Source: an optimization exercise on an open RTL-to-GDS flow (aim: a short achievable clock period and few clock cycles). Production flows keep margins and buffers that such runs may drop. RTL that was checked went through simulation tests only; none was proved equivalent to the original. The clock port is modelled as an ideal driver, which makes a skipped or thinned clock tree look cheaper than it is; a real chip needs a root buffer or a tree. Power is estimated from default activity; no workload was simulated.

## sha256_msg_padder
module sha256_msg_padder
#(
   parameter int unsigned DATA_WIDTH = 32
)
(
   input  logic                  clk,
   input  logic                  rst_n,
   input  logic                  i_valid,
   input  logic [DATA_WIDTH-1:0] i_data,
   input  logic                  i_last,
   input  logic [2:0]            i_last_bytes,
   output logic                  o_ready,
   output logic [511:0]          o_block,
   output logic [255:0]          o_hash_in,
   output logic                  o_load,
   input  logic [255:0]          i_digest,
   input  logic                  i_digest_valid,
   output logic [255:0]          o_digest,
   output logic                  o_done
);
   logic [31:0]  bw [16];
   logic [3:0]   wcnt;
   logic         b_fill;     
   logic         b_fin;      
   logic         b_full;     
   logic         b_first;    
   logic         b_final;    
   logic         mid_msg;    
   logic         f_nb4;      
   logic         f_fits;     
   logic         ovf_pend;   
   logic         ovf_pad;    
   logic [58:0]  wlen;       
   logic [1:0]   lb;         
   logic [63:0]  len_bits;
   logic [255:0] hash_a;
   logic         busy;       
   logic         a_final;
   logic [31:0]  lw_word, in_word;
   logic         lw_pad, accept, nb4, copy, dv;
   sha256_last_word u_last_word (
      .data        (i_data),
      .n           (i_last_bytes),
      .word        (lw_word),
      .pad_pending (lw_pad)
   );
   assign nb4       = lw_pad;
   assign in_word   = i_last ? lw_word : i_data;
  ...
==> flow/config.mk <==
export PLATFORM = sky130hd
export DESIGN_NAME = sha256_msg_padder
export DESIGN_NICKNAME = sha256_msg_padder
export VERILOG_FILES = /design/flow/design.v
export SDC_FILE = /design/flow/constraint.sdc
export NUM_CORES = 4
export LEC_CHECK = 0
export CAP_MARGIN = 20
export CORE_AREA = 5 5 475 475
export DIE_AREA = 0 0 480 480
export SETUP_SLACK_MARGIN = 2.5
export SLEW_MARGIN = 20
==> flow/constraint.sdc <==
create_clock -name core_clock -period 4.0 [get_ports {clk}]
set_input_delay 0.8000 -clock core_clock [delete_from_list [all_inputs] [get_ports {clk}]]
set_output_delay 0.8000 -clock core_clock [all_outputs]
set_load 0.01 [all_outputs]
run.sh (not shown) runs the stock make flow with config.mk's settings and CLKGATE_MAP_FILE= SYNTH_SCRIPT=/design/flow/synth_recipe.tcl, a recipe that flattens the netlist after the stock synthesis.
The baseline finished with timing, DRC and antenna clean.
Testbench counts at the start, summed over its fixed seeds: cycles 5,957.
Rerun with:
Settings changed: SETUP_SLACK_MARGIN 2.5 to default.
After rerunning:
- worst hold slack is better by 0.016 ns
- cell area went down by 19%
- count of clock-buffer cells in the layout goes down by 1
- worst setup slack loses 0.46 ns
- wire length fell by 23%
- final cell count is lower by 10%
- die area does not change
- sequential cell count stays the same
- sequential share of layout area came out higher by 11 points

sha256_msg_padder, a different RTL version from the one above (not shown whole).
Size: ~5800 cells after synthesis, about 1700 flip-flops.
Settings: LEC_CHECK=0, CAP_MARGIN=20, CORE_AREA=5 5 475 475, DIE_AREA=0 0 480 480, SETUP_SLACK_MARGIN=2.5, SLEW_MARGIN=20; clock period 4.0 ns.
The starting point finished with timing, DRC and antenna clean.
Then changed:
- ABC_CLOCK_PERIOD_IN_PS: not set -> 1500
Outcome: The changed run finished with timing, DRC and antenna clean. Routed wire length stays the same. Via count stays the same. Clock power hardly moves. Design area stays the same.
No functional check of the RTL was part of any run of this note.

amber:
sha256_msg_padder, a different RTL version from the one above (not shown whole).
Size in the first run: about 1700 flip-flops.
==> flow/config.mk <==
export PLATFORM = sky130hd
export DESIGN_NAME = sha256_msg_padder
export DESIGN_NICKNAME = sha256_msg_padder
export VERILOG_FILES = /design/flow/design.v
export SDC_FILE = /design/flow/constraint.sdc
export NUM_CORES = 4
export LEC_CHECK = 0
export CAP_MARGIN = 20
export CORE_AREA = 5 5 475 475
export DIE_AREA = 0 0 480 480
export HOLD_SLACK_MARGIN = 0.05
export SETUP_SLACK_MARGIN = 2.35
export SLEW_MARGIN = 20
==> flow/constraint.sdc <==
create_clock -name core_clock -period 4.0 [get_ports {clk}]
set_input_delay 0.8000 -clock core_clock [delete_from_list [all_inputs] [get_ports {clk}]]
set_output_delay 0.8000 -clock core_clock [all_outputs]
set_load 0.01 [all_outputs]
standard.sh (not shown) runs the stock make flow with config.mk's settings and CLKGATE_MAP_FILE= SYNTH_SCRIPT=/design/flow/synth_recipe.tcl, a recipe that flattens the netlist after the stock synthesis.
==> flow/flow/run.sh <==
#!/bin/bash
# The standard layout with a hand-built clock tree in place of TritonCTS
# (pre_cts.tcl, manual_cts.tcl). Make's output goes to run_make.log; each
# ORFS step also writes its own log under orfs/logs.
set -euo pipefail
export PRE_CTS_TCL="$(pwd)/flow/pre_cts.tcl"
bash standard.sh finish > run_make.log 2>&1
==> flow/flow/pre_cts.tcl <==
# Sourced by ORFS's cts.tcl before clock tree synthesis. It replaces
# clock_tree_synthesis with a hand-built tree (manual_cts.tcl), built when
# cts.tcl calls clock_tree_synthesis, that is after repair_clock_inverters,
# so the rest of the CTS step (legalization, timing repair) runs on it.
# Four levels of inverters (an even number, so the clock keeps its sense):
# 4 driven by the clock port, then 32, 64 and 256, each driving the next
# level's inverters in its region; the last level drives the flip-flops.
source [file join [file dirname [info script]] manual_cts.tcl]
rename clock_tree_synthesis mcts_tritoncts
proc clock_tree_synthesis {args} {
  puts "manual cts: clock_tree_synthesis $args replaced by the manual tree"
  set inv sky130_fd_sc_hd__inv_16
  build_manual_clock_tree clk {2 5 6 8} [list $inv $inv $inv $inv]
  set_propagated_clock [all_clocks]
}
Other scripts of this flow, unchanged in this note and not shown: flow/flow/manual_cts.tcl
Testbench counts of amber, summed over its fixed seeds: cycles 5,962.
Input changes introduced in maple (baseline for comparison: amber):
Settings: SETUP_SLACK_MARGIN changed from 2.35 to 2.5.
==> flow/flow/pre_cts.tcl <==
# Sourced by ORFS's cts.tcl before clock tree synthesis: builds the clock
# tree by hand (manual_cts.tcl) and turns clock_tree_synthesis into a no-op,
# so the rest of the CTS step (legalization, timing repair) runs on it.
# Four levels of inverters (an even number, so the clock keeps its sense):
# 4 driven by the clock port, then 32, 64 and 256, each driving the next
# level's inverters in its region; the last level drives the flip-flops.
source [file join [file dirname [info script]] manual_cts.tcl]
set inv sky130_fd_sc_hd__inv_16
build_manual_clock_tree clk {2 5 6 8} [list $inv $inv $inv $inv]
rename clock_tree_synthesis mcts_tritoncts
proc clock_tree_synthesis {args} {
  puts "manual cts: clock_tree_synthesis $args skipped, the tree is built"
  set_propagated_clock [all_clocks]
}
### Flow results
- Status(maple) = ERROR, stage = global routing (5_1_grt)
- From amber to maple, synthesized area did not move at all.
- Reported for maple and amber, compound-gate portion of the synthesized area turned out identical to the last digit.
- maple vs amber — last weighted congestion value of the routability-driven placer rose 2.9%.
- ~same placed instance count in maple and amber
- In maple, number of buffers inserted to repair setup after CTS is higher than in amber.
- From maple to amber, number of hold-repair buffers added at the cts stage did not move at all.
- maple vs. amber: portion of the post-synthesis area used by sequential elements held; count of different cell masters after synthesis held; worst-case setup slack after placement went down 300 ps.
In amber the design's own scripts or RTL, not TritonCTS, make the clock network.

separate check: timing with driven ports:
In the flow no input, the clock included, has a driving cell. The finished layouts below were timed again as built, in two steps.
Step 1, drivers: a clkbuf_16 drives clk and a buf_2 each remaining input, both assumed.
Step 2 adds t to the input delays and takes it off the output delays; t is the mean of the earliest and latest rising clock arrival at the registers after step 1. Input paths then give back, and output paths get back, about the clock's delay inside the block.
Slacks: no drivers / after step 1 / after step 2; pairs: no drivers / after step 1.
run	t, ns	slack for setup (ns)	hold slack, ns	clock arrival spread, ns
the first run of note 1	0.887	1.297 / 1.297 / 0.589	0.397 / 0.397 / 0.397	0.051 / 0.052
the second run of note 1	0.863	0.837 / 0.754 / 0.040	0.412 / 0.412 / 0.412	0.053 / 0.053
the first run of note 2	0.933	1.746 / 1.673 / 1.171	0.019 / -0.021 / 0.458	0.090 / 0.090
the second run of note 2	0.933	1.746 / 1.673 / 1.171	0.019 / -0.021 / 0.458	0.090 / 0.090
amber	0.708	1.925 / 1.885 / 1.651	0.424 / 0.249 / 0.424	0.046 / 0.049
After both steps every run listed still meets setup and hold. For the second run of note 1, which loses most, drivers alone change the setup slack by -0.083 ns; drivers and shift together by -0.797 ns.
